Background: an optimization exercise with open tools, aiming at small area and a short achievable clock period. Do not read the settings as production practice. Where RTL was checked, it was by simulation tests only, not by an equivalence proof against the original.

==> inputs of v23 <==
==> flow/design.v <==
package imem_pkg;
    localparam int FAULT_W        = 2;
    localparam int FAULT_MISALIGN = 0;
    localparam int FAULT_RANGE    = 1;
    localparam logic [31:0] NOP_INSTR = 32'h0000_0013;
endpackage
module imem_hold (
    input  logic q,
    input  logic d,
    input  logic keep,
    input  logic load,
    output logic nxt
);
    assign nxt = (q & keep) | (d & load);
endmodule
module imem_aoi #(
    parameter int N = 3
) (
    input  logic [N-1:0] a,
    input  logic [N-1:0] s,
    output logic         y_n
);
    assign y_n = !(|(a & s));
endmodule
module imem_nand #(
    parameter int N = 4
) (
    input  logic [N-1:0] a,
    output logic         y_n
);
    assign y_n = !(&a);
endmodule
module imem_nor #(
    parameter int N = 3
) (
    input  logic [N-1:0] a,
    output logic         y_n
);
    assign y_n = !(|a);
endmodule
module imem_rd_fin #(
    parameter bit NOP_B = 1'b0
) (
    input  logic [1:0] m_n,
    input  logic       frc,
    output logic       nxt
);
    if (NOP_B) begin : g_one
        assign nxt = !(&m_n && frc);
    end else begin : g_zero
        assign nxt = !(&m_n || frc);
    end
endmodule
module imem_dec_cell (
    input  logic wr_hi,
    input  logic wr_lo,
    input  logic wr_hi_n,
    input  logic wr_lo_n,
    input  logic rd_hi_n,
    input  logic rd_lo_n,
    output logic we,
    output logic keep,
    output logic sel
);
    assign we   = !(wr_hi_n || wr_lo_n);
    assign keep = !(wr_hi && wr_lo);
    assign sel  = !(rd_hi_n || rd_lo_n);
endmodule
module imem_ready (
    input  logic load_en,
    input  logic resp_valid,
    input  logic resp_ready,
    output logic req_ready
);
    assign req_ready = !load_en && (!resp_valid || resp_ready);
endmodule
module imem_rd_bit #(
    parameter int DEPTH = 64,
    parameter bit NOP_B = 1'b0
) (
    input  logic [DEPTH-1:0] col,
    input  logic [DEPTH-1:0] sel,
    input  logic             q,
    input  logic             hold,
    input  logic             frc,
    output logic             nxt
);
    localparam int NT = DEPTH + 1;             
    localparam int NG = (NT + 2) / 3;          
    localparam int NH = (NG + 3) / 4;          
    localparam int NA = (NH + 1) / 2;          
    localparam int NB = NH - NA;               
    logic [3*NG-1:0] a;
    logic [3*NG-1:0] s;
    logic [NG-1:0] g_n;
    logic [NH-1:0] h;
    logic [1:0]    m_n;
    assign a = (3*NG)'({q, col});
    assign s = (3*NG)'({hold, sel});
    for (genvar g = 0; g < NG; g++) begin : g_grp
        imem_aoi #(.N(3)) u_aoi (
            .a   (a[3*g +: 3]),
            .s   (s[3*g +: 3]),
            .y_n (g_n[g])
        );
    end
    for (genvar k = 0; k < NH; k++) begin : g_nand
        localparam int BASE = NG / NH;
        localparam int XTRA = NG % NH;
        localparam int LO   = k * BASE + ((k < XTRA) ? k : XTRA);
        localparam int CNT  = BASE + ((k < XTRA) ? 1 : 0);
        imem_nand #(.N(CNT)) u_nand (
            .a   (g_n[LO +: CNT]),
            .y_n (h[k])
        );
    end
    imem_nor #(.N(NA)) u_nor_a (.a(h[0 +: NA]), .y_n(m_n[0]));
    imem_nor #(.N(NB)) u_nor_b (.a(h[NA +: NB]), .y_n(m_n[1]));
    imem_rd_fin #(.NOP_B(NOP_B)) u_fin (
        .m_n     (m_n),
        .frc     (frc),
        .nxt     (nxt)
    );
endmodule
module instr_fetch_mem #(
    parameter int                DATA_W    = 32,
    parameter int                ADDR_W    = 32,
    parameter int                DEPTH     = 64,
    parameter logic [ADDR_W-1:0] BASE_ADDR = '0,
    parameter logic [DATA_W-1:0] NOP_INSTR = imem_pkg::NOP_INSTR,
    localparam int               IDX_W     = (DEPTH > 1) ? $clog2(DEPTH) : 1
) (
    input  logic                         clk,
    input  logic                         reset,
    input  logic                         req_valid,
    output logic                         req_ready,
    input  logic [ADDR_W-1:0]            req_addr,
    output logic                         resp_valid,
    input  logic                         resp_ready,
    output logic [DATA_W-1:0]            resp_instr,
    output logic [ADDR_W-1:0]            resp_addr,
    output logic [imem_pkg::FAULT_W-1:0] resp_fault,
    input  logic                         load_en,
    input  logic [IDX_W-1:0]             load_idx,
    input  logic [DATA_W-1:0]            load_data
);
    localparam int FAULT_W        = imem_pkg::FAULT_W;
    localparam int FAULT_MISALIGN = imem_pkg::FAULT_MISALIGN;
    localparam int FAULT_RANGE    = imem_pkg::FAULT_RANGE;
    logic [ADDR_W-1:0]  off;
    logic [ADDR_W-1:0]  idx;
    logic [FAULT_W-1:0] fault;
    logic               bad;
    logic               rdy;
    logic               hold;
    logic               force_p;
    logic               force_n;
    logic [DATA_W-1:0]  mem_q [DEPTH];
    logic [DATA_W-1:0]  instr_q;
    logic [DATA_W-1:0]  instr_d;
    logic [ADDR_W-1:0]  addr_d;
    logic [FAULT_W-1:0] fault_d;
    imem_ready u_ready (
        .load_en    (load_en),
        .resp_valid (resp_valid),
        .resp_ready (resp_ready),
        .req_ready  (req_ready)
    );
    assign rdy = !load_en && (!resp_valid || resp_ready);
    assign off = req_addr - BASE_ADDR;
    assign idx = off >> 2;
    always_comb begin
        fault                 = '0;
        fault[FAULT_MISALIGN] = (req_addr[1:0] != 2'b00);
        fault[FAULT_RANGE]    = (req_addr < BASE_ADDR) || (idx >= ADDR_W'(DEPTH));
    end
    assign bad = |fault;
    localparam int LO_W    = IDX_W / 2;
    localparam int HI_W    = IDX_W - LO_W;
    localparam int NL      = 1 << LO_W;
    localparam int NH      = 1 << HI_W;
    localparam int SLICE_W = 8;
    localparam int NSLICE  = DATA_W / SLICE_W;
    logic [NH-1:0] wr_hi;
    logic [NL-1:0] wr_lo;
    logic [NH-1:0] rd_hi;
    logic [NL-1:0] rd_lo;
    logic [DEPTH-1:0] sel [NSLICE];
    for (genvar h = 0; h < NH; h++) begin : g_hi
        assign wr_hi[h] = load_en && (load_idx[IDX_W-1:LO_W] == HI_W'(h));
        assign rd_hi[h] = rdy && (idx[IDX_W-1:LO_W] == HI_W'(h));
    end
    for (genvar l = 0; l < NL; l++) begin : g_lo
        assign wr_lo[l] = (load_idx[LO_W-1:0] == LO_W'(l));
        assign rd_lo[l] = (idx[LO_W-1:0] == LO_W'(l));
    end
    for (genvar k = 0; k < NSLICE; k++) begin : g_slice
        logic [DEPTH-1:0] we;
        logic [DEPTH-1:0] keep;
        for (genvar w = 0; w < DEPTH; w++) begin : g_dec
            imem_dec_cell u_dec (
                .wr_hi   (wr_hi[w / NL]),
                .wr_lo   (wr_lo[w % NL]),
                .wr_hi_n (!wr_hi[w / NL]),
                .wr_lo_n (!wr_lo[w % NL]),
                .rd_hi_n (!rd_hi[w / NL]),
                .rd_lo_n (!rd_lo[w % NL]),
                .we      (we[w]),
                .keep    (keep[w]),
                .sel     (sel[k][w])
            );
        end
        for (genvar w = 0; w < DEPTH; w++) begin : g_word
            for (genvar b = k * SLICE_W; b < (k + 1) * SLICE_W; b++) begin : g_bit
                logic d;
                logic q;
                imem_hold u_hold (
                    .q    (q),
                    .d    (load_data[b]),
                    .keep (keep[w]),
                    .load (we[w]),
                    .nxt  (d)
                );
                always_ff @(posedge clk) begin
                    q <= d;
                end
                assign mem_q[w][b] = q;
            end
        end
    end
    assign hold  = !rdy;
    assign force_p = rdy && bad;
    assign force_n = !(rdy && bad);
    for (genvar b = 0; b < DATA_W; b++) begin : g_rd
        logic [DEPTH-1:0] col;
        for (genvar w = 0; w < DEPTH; w++) begin : g_col
            assign col[w] = mem_q[w][b];
        end
        imem_rd_bit #(.DEPTH(DEPTH), .NOP_B(NOP_INSTR[b])) u_rd (
            .col     (col),
            .sel     (sel[b / SLICE_W]),
            .q       (instr_q[b]),
            .hold    (hold),
            .frc     (NOP_INSTR[b] ? force_n : force_p),
            .nxt     (instr_d[b])
        );
    end
    for (genvar b = 0; b < ADDR_W; b++) begin : g_addr
        imem_hold u_hold (
            .q    (resp_addr[b]),
            .d    (req_addr[b]),
            .keep (hold),
            .load (rdy),
            .nxt  (addr_d[b])
        );
    end
    for (genvar b = 0; b < FAULT_W; b++) begin : g_fault
        imem_hold u_hold (
            .q    (resp_fault[b]),
            .d    (fault[b]),
            .keep (hold),
            .load (rdy),
            .nxt  (fault_d[b])
        );
    end
    always_ff @(posedge clk) begin
        instr_q    <= instr_d;
        resp_addr  <= addr_d;
        resp_fault <= fault_d;
    end
    always_ff @(posedge clk or posedge reset) begin
        if (reset) begin
            resp_valid <= 1'b0;
        end else begin
            resp_valid <= (req_valid && rdy) || (resp_valid && !resp_ready);
        end
    end
    assign resp_instr = instr_q;
endmodule
==> flow/flow/run.sh <==
#!/bin/bash
# Own layout flow: the standard flow (standard.sh, unchanged synthesis) with three
# layout choices passed to ORFS as make variables:
#  - ports are buffered with buf_4 instead of the default pick (a slow delay buffer),
#  - the clock tree uses clkbuf_8 leaves under a clkbuf_16 root, clusters of 14 sinks,
#    and no dummy loads,
#  - timing repair may resize a cell to any footprint.
# Each tool's full output stays in orfs/logs/ (ORFS writes one log per step); make's own
# output goes to flow_make.log in this folder.
set -euo pipefail
bash standard.sh \
  "BUFFER_PORTS_ARGS=-buffer_cell sky130_fd_sc_hd__buf_4" \
  "CTS_ARGS=-sink_clustering_enable -repair_clock_nets -dont_use_dummy_load -sink_clustering_size 14 -sink_clustering_max_diameter 40 -root_buf sky130_fd_sc_hd__clkbuf_16 -buf_list sky130_fd_sc_hd__clkbuf_8" \
  "MATCH_CELL_FOOTPRINT=0" \
  finish > flow_make.log 2>&1
==> flow/standard.sh <==
#!/bin/bash
# synth_recipe.tcl (not shown) runs the flow's synth.tcl, then flattens the netlist and writes it again
# the make line also repeats each setting of config.mk as NAME=value (left out here)
make -C /OpenROAD-flow-scripts/flow DESIGN_CONFIG=/design/flow/config.mk WORK_HOME=/design/flow/orfs CLKGATE_MAP_FILE= SYNTH_SCRIPT=/design/flow/synth_recipe.tcl "${@:-finish}"
==> flow/config.mk <==
export PLATFORM = sky130hd
export DESIGN_NAME = instr_fetch_mem
export DESIGN_NICKNAME = instr_fetch_mem
export VERILOG_FILES = /design/flow/design.v
export SDC_FILE = /design/flow/constraint.sdc
export NUM_CORES = 4
export LEC_CHECK = 0
export CAP_MARGIN = 20
export CORE_MARGIN = 2
export CORE_UTILIZATION = 50
export SETUP_SLACK_MARGIN = 2.6
export SLEW_MARGIN = 20
export SYNTH_HIERARCHICAL = 1
export SYNTH_MINIMUM_KEEP_SIZE = 0
export TNS_END_PERCENT = 100
==> flow/constraint.sdc <==
create_clock -name core_clock -period 5.0 [get_ports {clk}]
set_input_delay 1.0000 -clock core_clock [delete_from_list [all_inputs] [get_ports {clk}]]
set_output_delay 1.0000 -clock core_clock [all_outputs]
set_load 0.01 [all_outputs]
==> v20: changes against v23 <==
==> flow/design.v, changed modules only <==
module imem_rd_fin #(
    parameter bit NOP_B = 1'b0
) (
    input  logic [1:0] m_n,
    input  logic       take,
    input  logic       q,
    input  logic       hold,
    input  logic       nop,
    output logic       nxt
);
    assign nxt = (!(&m_n) & take) | (q & hold) | (NOP_B & nop);
endmodule
module imem_rd_bit #(
    parameter int DEPTH = 64,
    parameter bit NOP_B = 1'b0
) (
    input  logic [DEPTH-1:0] col,
    input  logic [DEPTH-1:0] sel,
    input  logic             take,
    input  logic             q,
    input  logic             hold,
    input  logic             nop,
    output logic             nxt
);
    localparam int NG = (DEPTH + 2) / 3;       
    localparam int NH = (NG + 3) / 4;          
    localparam int NA = (NH + 1) / 2;          
    localparam int NB = NH - NA;               
    logic [NG-1:0] g_n;
    logic [NH-1:0] h;
    logic [1:0]    m_n;
    for (genvar g = 0; g < NG; g++) begin : g_grp
        localparam int LO = 3 * g;
        localparam int CNT = (DEPTH - LO >= 3) ? 3 : DEPTH - LO;
        imem_aoi #(.N(CNT)) u_aoi (
            .a   (col[LO +: CNT]),
            .s   (sel[LO +: CNT]),
            .y_n (g_n[g])
        );
    end
    for (genvar k = 0; k < NH; k++) begin : g_nand
        localparam int BASE = NG / NH;
        localparam int XTRA = NG % NH;
        localparam int LO   = k * BASE + ((k < XTRA) ? k : XTRA);
        localparam int CNT  = BASE + ((k < XTRA) ? 1 : 0);
        imem_nand #(.N(CNT)) u_nand (
            .a   (g_n[LO +: CNT]),
            .y_n (h[k])
        );
    end
    imem_nor #(.N(NA)) u_nor_a (.a(h[0 +: NA]), .y_n(m_n[0]));
    imem_nor #(.N(NB)) u_nor_b (.a(h[NA +: NB]), .y_n(m_n[1]));
    imem_rd_fin #(.NOP_B(NOP_B)) u_fin (
        .m_n  (m_n),
        .take (take),
        .q    (q),
        .hold (hold),
        .nop  (nop),
        .nxt  (nxt)
    );
endmodule
module instr_fetch_mem #(
    parameter int                DATA_W    = 32,
    parameter int                ADDR_W    = 32,
    parameter int                DEPTH     = 64,
    parameter logic [ADDR_W-1:0] BASE_ADDR = '0,
    parameter logic [DATA_W-1:0] NOP_INSTR = imem_pkg::NOP_INSTR,
    localparam int               IDX_W     = (DEPTH > 1) ? $clog2(DEPTH) : 1
) (
    input  logic                         clk,
    input  logic                         reset,
    input  logic                         req_valid,
    output logic                         req_ready,
    input  logic [ADDR_W-1:0]            req_addr,
    output logic                         resp_valid,
    input  logic                         resp_ready,
    output logic [DATA_W-1:0]            resp_instr,
    output logic [ADDR_W-1:0]            resp_addr,
    output logic [imem_pkg::FAULT_W-1:0] resp_fault,
    input  logic                         load_en,
    input  logic [IDX_W-1:0]             load_idx,
    input  logic [DATA_W-1:0]            load_data
);
    localparam int FAULT_W        = imem_pkg::FAULT_W;
    localparam int FAULT_MISALIGN = imem_pkg::FAULT_MISALIGN;
    localparam int FAULT_RANGE    = imem_pkg::FAULT_RANGE;
    logic [ADDR_W-1:0]  off;
    logic [ADDR_W-1:0]  idx;
    logic [FAULT_W-1:0] fault;
    logic               bad;
    logic               rdy;
    logic               take;
    logic               hold;
    logic               nop;
    logic [DATA_W-1:0]  mem_q [DEPTH];
    logic [DATA_W-1:0]  instr_q;
    logic [DATA_W-1:0]  instr_d;
    logic [ADDR_W-1:0]  addr_d;
    logic [FAULT_W-1:0] fault_d;
    imem_ready u_ready (
        .load_en    (load_en),
        .resp_valid (resp_valid),
        .resp_ready (resp_ready),
        .req_ready  (req_ready)
    );
    assign rdy = !load_en && (!resp_valid || resp_ready);
    assign off = req_addr - BASE_ADDR;
    assign idx = off >> 2;
    always_comb begin
        fault                 = '0;
        fault[FAULT_MISALIGN] = (req_addr[1:0] != 2'b00);
        fault[FAULT_RANGE]    = (req_addr < BASE_ADDR) || (idx >= ADDR_W'(DEPTH));
    end
    assign bad = |fault;
    localparam int LO_W    = IDX_W / 2;
    localparam int HI_W    = IDX_W - LO_W;
    localparam int NL      = 1 << LO_W;
    localparam int NH      = 1 << HI_W;
    localparam int SLICE_W = 8;
    localparam int NSLICE  = DATA_W / SLICE_W;
    logic [NH-1:0] wr_hi;
    logic [NL-1:0] wr_lo;
    logic [NH-1:0] rd_hi;
    logic [NL-1:0] rd_lo;
    logic [DEPTH-1:0] sel [NSLICE];
    for (genvar h = 0; h < NH; h++) begin : g_hi
        assign wr_hi[h] = load_en && (load_idx[IDX_W-1:LO_W] == HI_W'(h));
        assign rd_hi[h] = (idx[IDX_W-1:LO_W] == HI_W'(h));
    end
    for (genvar l = 0; l < NL; l++) begin : g_lo
        assign wr_lo[l] = (load_idx[LO_W-1:0] == LO_W'(l));
        assign rd_lo[l] = (idx[LO_W-1:0] == LO_W'(l));
    end
    for (genvar k = 0; k < NSLICE; k++) begin : g_slice
        logic [DEPTH-1:0] we;
        logic [DEPTH-1:0] keep;
        for (genvar w = 0; w < DEPTH; w++) begin : g_dec
            imem_dec_cell u_dec (
                .wr_hi   (wr_hi[w / NL]),
                .wr_lo   (wr_lo[w % NL]),
                .wr_hi_n (!wr_hi[w / NL]),
                .wr_lo_n (!wr_lo[w % NL]),
                .rd_hi_n (!rd_hi[w / NL]),
                .rd_lo_n (!rd_lo[w % NL]),
                .we      (we[w]),
                .keep    (keep[w]),
                .sel     (sel[k][w])
            );
        end
        for (genvar w = 0; w < DEPTH; w++) begin : g_word
            for (genvar b = k * SLICE_W; b < (k + 1) * SLICE_W; b++) begin : g_bit
                logic d;
                logic q;
                imem_hold u_hold (
                    .q    (q),
                    .d    (load_data[b]),
                    .keep (keep[w]),
                    .load (we[w]),
                    .nxt  (d)
                );
                always_ff @(posedge clk) begin
                    q <= d;
                end
                assign mem_q[w][b] = q;
            end
        end
    end
    assign take = rdy && !bad;
    assign nop  = rdy && bad;
    assign hold = !rdy;
    for (genvar b = 0; b < DATA_W; b++) begin : g_rd
        logic [DEPTH-1:0] col;
        for (genvar w = 0; w < DEPTH; w++) begin : g_col
            assign col[w] = mem_q[w][b];
        end
        imem_rd_bit #(.DEPTH(DEPTH), .NOP_B(NOP_INSTR[b])) u_rd (
            .col  (col),
            .sel  (sel[b / SLICE_W]),
            .take (take),
            .q    (instr_q[b]),
            .hold (hold),
            .nop  (nop),
            .nxt  (instr_d[b])
        );
    end
    for (genvar b = 0; b < ADDR_W; b++) begin : g_addr
        imem_hold u_hold (
            .q    (resp_addr[b]),
            .d    (req_addr[b]),
            .keep (hold),
            .load (rdy),
            .nxt  (addr_d[b])
        );
    end
    for (genvar b = 0; b < FAULT_W; b++) begin : g_fault
        imem_hold u_hold (
            .q    (resp_fault[b]),
            .d    (fault[b]),
            .keep (hold),
            .load (rdy),
            .nxt  (fault_d[b])
        );
    end
    always_ff @(posedge clk) begin
        instr_q    <= instr_d;
        resp_addr  <= addr_d;
        resp_fault <= fault_d;
    end
    always_ff @(posedge clk or posedge reset) begin
        if (reset) begin
            resp_valid <= 1'b0;
        end else begin
            resp_valid <= (req_valid && rdy) || (resp_valid && !resp_ready);
        end
    end
    assign resp_instr = instr_q;
endmodule
==> flow/flow/run.sh (replaced) <==
#!/bin/bash
# Own layout flow: the standard flow (standard.sh, unchanged synthesis) with these
# layout choices passed to ORFS as make variables:
#  - ports are buffered with buf_4 instead of the default pick (a slow delay buffer),
#  - the clock tree uses clkbuf_8 under a clkbuf_16 root, clusters of up to 16 sinks
#    within 45 um, and no dummy loads,
#  - timing repair may resize a cell to any footprint,
#  - the floorplan step repairs timing without the extra setup margin (before placement
#    its estimates only upsize cells blindly); later steps use config.mk's margin.
# Each tool's full output stays in orfs/logs/ (ORFS writes one log per step); make's own
# output goes to flow_make_1.log and flow_make_2.log in this folder.
set -euo pipefail
ARGS=(
  "BUFFER_PORTS_ARGS=-buffer_cell sky130_fd_sc_hd__buf_4"
  "CTS_ARGS=-sink_clustering_enable -repair_clock_nets -dont_use_dummy_load -sink_clustering_size 16 -sink_clustering_max_diameter 45 -root_buf sky130_fd_sc_hd__clkbuf_16 -buf_list sky130_fd_sc_hd__clkbuf_8"
  "MATCH_CELL_FOOTPRINT=0"
)
bash standard.sh "${ARGS[@]}" "SETUP_SLACK_MARGIN=0" floorplan > flow_make_1.log 2>&1
bash standard.sh "${ARGS[@]}" finish > flow_make_2.log 2>&1
- CORE_UTILIZATION: 50 -> 58
- SETUP_SLACK_MARGIN: 2.6 -> 2.7
==> v6: changes against v23 <==
==> flow/design.v, changed modules only <==
module imem_rd_fin #(
    parameter bit NOP_B = 1'b0
) (
    input  logic [1:0] m_n,
    input  logic       take,
    input  logic       q,
    input  logic       hold,
    input  logic       nop,
    output logic       nxt
);
    assign nxt = (!(&m_n) & take) | (q & hold) | (NOP_B & nop);
endmodule
module imem_rd_bit #(
    parameter int DEPTH = 64,
    parameter bit NOP_B = 1'b0
) (
    input  logic [DEPTH-1:0] col,
    input  logic [DEPTH-1:0] sel,
    input  logic             take,
    input  logic             q,
    input  logic             hold,
    input  logic             nop,
    output logic             nxt
);
    localparam int NG = (DEPTH + 2) / 3;       
    localparam int NH = (NG + 3) / 4;          
    localparam int NA = (NH + 1) / 2;          
    localparam int NB = NH - NA;               
    logic [NG-1:0] g_n;
    logic [NH-1:0] h;
    logic [1:0]    m_n;
    for (genvar g = 0; g < NG; g++) begin : g_grp
        localparam int LO = 3 * g;
        localparam int CNT = (DEPTH - LO >= 3) ? 3 : DEPTH - LO;
        imem_aoi #(.N(CNT)) u_aoi (
            .a   (col[LO +: CNT]),
            .s   (sel[LO +: CNT]),
            .y_n (g_n[g])
        );
    end
    for (genvar k = 0; k < NH; k++) begin : g_nand
        localparam int BASE = NG / NH;
        localparam int XTRA = NG % NH;
        localparam int LO   = k * BASE + ((k < XTRA) ? k : XTRA);
        localparam int CNT  = BASE + ((k < XTRA) ? 1 : 0);
        imem_nand #(.N(CNT)) u_nand (
            .a   (g_n[LO +: CNT]),
            .y_n (h[k])
        );
    end
    imem_nor #(.N(NA)) u_nor_a (.a(h[0 +: NA]), .y_n(m_n[0]));
    imem_nor #(.N(NB)) u_nor_b (.a(h[NA +: NB]), .y_n(m_n[1]));
    imem_rd_fin #(.NOP_B(NOP_B)) u_fin (
        .m_n  (m_n),
        .take (take),
        .q    (q),
        .hold (hold),
        .nop  (nop),
        .nxt  (nxt)
    );
endmodule
module instr_fetch_mem #(
    parameter int                DATA_W    = 32,
    parameter int                ADDR_W    = 32,
    parameter int                DEPTH     = 64,
    parameter logic [ADDR_W-1:0] BASE_ADDR = '0,
    parameter logic [DATA_W-1:0] NOP_INSTR = imem_pkg::NOP_INSTR,
    localparam int               IDX_W     = (DEPTH > 1) ? $clog2(DEPTH) : 1
) (
    input  logic                         clk,
    input  logic                         reset,
    input  logic                         req_valid,
    output logic                         req_ready,
    input  logic [ADDR_W-1:0]            req_addr,
    output logic                         resp_valid,
    input  logic                         resp_ready,
    output logic [DATA_W-1:0]            resp_instr,
    output logic [ADDR_W-1:0]            resp_addr,
    output logic [imem_pkg::FAULT_W-1:0] resp_fault,
    input  logic                         load_en,
    input  logic [IDX_W-1:0]             load_idx,
    input  logic [DATA_W-1:0]            load_data
);
    localparam int FAULT_W        = imem_pkg::FAULT_W;
    localparam int FAULT_MISALIGN = imem_pkg::FAULT_MISALIGN;
    localparam int FAULT_RANGE    = imem_pkg::FAULT_RANGE;
    logic [ADDR_W-1:0]  off;
    logic [ADDR_W-1:0]  idx;
    logic [FAULT_W-1:0] fault;
    logic               bad;
    logic               rdy;
    logic               take;
    logic               hold;
    logic               nop;
    logic [DATA_W-1:0]  mem_q [DEPTH];
    logic [DATA_W-1:0]  instr_q;
    logic [DATA_W-1:0]  instr_d;
    logic [ADDR_W-1:0]  addr_d;
    logic [FAULT_W-1:0] fault_d;
    imem_ready u_ready (
        .load_en    (load_en),
        .resp_valid (resp_valid),
        .resp_ready (resp_ready),
        .req_ready  (req_ready)
    );
    assign rdy = !load_en && (!resp_valid || resp_ready);
    assign off = req_addr - BASE_ADDR;
    assign idx = off >> 2;
    always_comb begin
        fault                 = '0;
        fault[FAULT_MISALIGN] = (req_addr[1:0] != 2'b00);
        fault[FAULT_RANGE]    = (req_addr < BASE_ADDR) || (idx >= ADDR_W'(DEPTH));
    end
    assign bad = |fault;
    localparam int LO_W    = IDX_W / 2;
    localparam int HI_W    = IDX_W - LO_W;
    localparam int NL      = 1 << LO_W;
    localparam int NH      = 1 << HI_W;
    localparam int SLICE_W = 8;
    localparam int NSLICE  = DATA_W / SLICE_W;
    logic [NH-1:0] wr_hi;
    logic [NL-1:0] wr_lo;
    logic [NH-1:0] rd_hi;
    logic [NL-1:0] rd_lo;
    logic [DEPTH-1:0] sel [NSLICE];
    for (genvar h = 0; h < NH; h++) begin : g_hi
        assign wr_hi[h] = load_en && (load_idx[IDX_W-1:LO_W] == HI_W'(h));
        assign rd_hi[h] = (idx[IDX_W-1:LO_W] == HI_W'(h));
    end
    for (genvar l = 0; l < NL; l++) begin : g_lo
        assign wr_lo[l] = (load_idx[LO_W-1:0] == LO_W'(l));
        assign rd_lo[l] = (idx[LO_W-1:0] == LO_W'(l));
    end
    for (genvar k = 0; k < NSLICE; k++) begin : g_slice
        logic [DEPTH-1:0] we;
        logic [DEPTH-1:0] keep;
        for (genvar w = 0; w < DEPTH; w++) begin : g_dec
            imem_dec_cell u_dec (
                .wr_hi   (wr_hi[w / NL]),
                .wr_lo   (wr_lo[w % NL]),
                .wr_hi_n (!wr_hi[w / NL]),
                .wr_lo_n (!wr_lo[w % NL]),
                .rd_hi_n (!rd_hi[w / NL]),
                .rd_lo_n (!rd_lo[w % NL]),
                .we      (we[w]),
                .keep    (keep[w]),
                .sel     (sel[k][w])
            );
        end
        for (genvar w = 0; w < DEPTH; w++) begin : g_word
            for (genvar b = k * SLICE_W; b < (k + 1) * SLICE_W; b++) begin : g_bit
                logic d;
                logic q;
                imem_hold u_hold (
                    .q    (q),
                    .d    (load_data[b]),
                    .keep (keep[w]),
                    .load (we[w]),
                    .nxt  (d)
                );
                always_ff @(posedge clk) begin
                    q <= d;
                end
                assign mem_q[w][b] = q;
            end
        end
    end
    assign take = rdy && !bad;
    assign nop  = rdy && bad;
    assign hold = !rdy;
    for (genvar b = 0; b < DATA_W; b++) begin : g_rd
        logic [DEPTH-1:0] col;
        for (genvar w = 0; w < DEPTH; w++) begin : g_col
            assign col[w] = mem_q[w][b];
        end
        imem_rd_bit #(.DEPTH(DEPTH), .NOP_B(NOP_INSTR[b])) u_rd (
            .col  (col),
            .sel  (sel[b / SLICE_W]),
            .take (take),
            .q    (instr_q[b]),
            .hold (hold),
            .nop  (nop),
            .nxt  (instr_d[b])
        );
    end
    for (genvar b = 0; b < ADDR_W; b++) begin : g_addr
        imem_hold u_hold (
            .q    (resp_addr[b]),
            .d    (req_addr[b]),
            .keep (hold),
            .load (rdy),
            .nxt  (addr_d[b])
        );
    end
    for (genvar b = 0; b < FAULT_W; b++) begin : g_fault
        imem_hold u_hold (
            .q    (resp_fault[b]),
            .d    (fault[b]),
            .keep (hold),
            .load (rdy),
            .nxt  (fault_d[b])
        );
    end
    always_ff @(posedge clk) begin
        instr_q    <= instr_d;
        resp_addr  <= addr_d;
        resp_fault <= fault_d;
    end
    always_ff @(posedge clk or posedge reset) begin
        if (reset) begin
            resp_valid <= 1'b0;
        end else begin
            resp_valid <= (req_valid && rdy) || (resp_valid && !resp_ready);
        end
    end
    assign resp_instr = instr_q;
endmodule
==> flow/flow/run.sh (replaced) <==
#!/bin/bash
# Own layout flow: the standard flow (standard.sh, unchanged synthesis) with these
# layout choices passed to ORFS as make variables:
#  - ports are buffered with buf_4 instead of the default pick (a slow delay buffer),
#  - the clock tree uses clkbuf_8 under a clkbuf_16 root, clusters of up to 16 sinks
#    within 45 um, and no dummy loads,
#  - timing repair may resize a cell to any footprint,
#  - the floorplan step repairs timing without the extra setup margin (before placement
#    its estimates only upsize cells blindly); later steps use config.mk's margin.
# Each tool's full output stays in orfs/logs/ (ORFS writes one log per step); make's own
# output goes to flow_make_1.log and flow_make_2.log in this folder.
set -euo pipefail
ARGS=(
  "BUFFER_PORTS_ARGS=-buffer_cell sky130_fd_sc_hd__buf_4"
  "CTS_ARGS=-sink_clustering_enable -repair_clock_nets -dont_use_dummy_load -sink_clustering_size 16 -sink_clustering_max_diameter 45 -root_buf sky130_fd_sc_hd__clkbuf_16 -buf_list sky130_fd_sc_hd__clkbuf_8"
  "MATCH_CELL_FOOTPRINT=0"
)
bash standard.sh "${ARGS[@]}" "SETUP_SLACK_MARGIN=0" floorplan > flow_make_1.log 2>&1
bash standard.sh "${ARGS[@]}" finish > flow_make_2.log 2>&1
==> impl_metrics.tcl <==
set metrics [dict create \
    htreeDepth 5 \
    grt_max_degree 67 \
    crit_path_cell_trace "nor2b_4, nor2_4, buf_12, nand3_2, buf_12, nor2_1, a222oi_1, nand4_1, nor3_4, a21oi_2" \
    power_density_mw_per_mm2 430 \
    grt_pass1_vias 59200 \
    ir_drop_mv 0.322 \
    combPwrFrac_pct 10.4 \
    antenna_found_initial 7 \
    buf_share_pct 3.31 \
    rrSetupSlack_ns 2.12 \
    outcome "complete, no violations" \
    fin_skew_ns 0.0539 \
    wl_per_cell_um 32.8 \
    synth_area_sq_mm 0.0731 \
    yosys.area_share.simple_pct 6.86 \
    net-switching-power_mw 9.15 \
    fin_crit_sh_pct 57.5 \
    power.total_mw 36.1 \
    r2r_cells 10 \
    cp_data_required_time_ns 5.67 \
    post_cts_buffers 45 \
]
That was v23.
==> impl_metrics.tcl <==
set metrics [dict create \
    outcome "complete, no violations" \
    yosys.area_share.simple_pct 7.18 \
    power.total_mw 33.6 \
    wl_per_cell_um 33.2 \
    rrSetupSlack_ns 2.57 \
    antenna_found_initial 7 \
    ir_drop_mv 0.320 \
    grt_pass1_vias 58000 \
    fin_crit_sh_pct 53.5 \
    combPwrFrac_pct 11.4 \
    htreeDepth 4 \
    power_density_mw_per_mm2 406 \
    cp_data_required_time_ns 5.67 \
    r2r_cells 7 \
    post_cts_buffers 100 \
]
That was v6.
==> impl_metrics.tcl <==
set metrics [dict create \
    outcome "complete, no violations" \
    antenna_found_initial 4 \
    post_cts_buffers 101 \
    htreeDepth 4 \
    power_density_mw_per_mm2 404 \
    net-switching-power_mw 8.50 \
    wl_per_cell_um 32.6 \
    fin_skew_ns 0.0636 \
    fin_crit_sh_pct 54.1 \
    rrSetupSlack_ns 2.91 \
    yosys.area_share.simple_pct 7.18 \
    ir_drop_mv 0.411 \
]
That was v20.
The RTL of v23 was laid out without a check of its function.

==> what the ideal ports hide <==
How much do the figures lean on ideal ports? The routed layouts below were timed once more, with nothing changed but the port constraints.
Step 1 (the two cells are an assumption about what drives the block):
set clk [get_ports {clk}]
set_driving_cell -lib_cell sky130_fd_sc_hd__clkbuf_16 $clk
set_driving_cell -lib_cell sky130_fd_sc_hd__buf_2 [delete_from_list [all_inputs] $clk]
Step 2 adds t to the input delays and takes it off the output delays; t is the mean of the earliest and latest rising clock arrival at the registers after step 1. Input paths then give back, and output paths get back, about the clock's delay inside the block.
Slacks: ideal ports / drivers / drivers and shift; pairs: ideal ports / drivers.
run | t, ns | slack for setup (ns) | hold WS [ns] | clock arrival spread, ns | worst register clock-pin slew, ns | cell pins on the clock port's net
v23 | 0.884 | 2.123 / 2.123 / 1.323 | 0.408 / 0.359 / 0.483 | 0.073 / 0.074 | 0.09 / 0.09 | 1
v20 | 0.859 | 2.296 / 2.250 / 1.391 | 0.053 / -0.002 / 0.483 | 0.081 / 0.081 | 0.10 / 0.10 | 1
v6 | 0.863 | 2.323 / 2.287 / 1.424 | 0.077 / 0.017 / 0.484 | 0.081 / 0.081 | 0.10 / 0.10 | 1
After both steps setup and hold are still met in every run listed. The setup slack of v20, which loses most, moves by -0.046 ns with the drivers and by -0.905 ns with both steps.
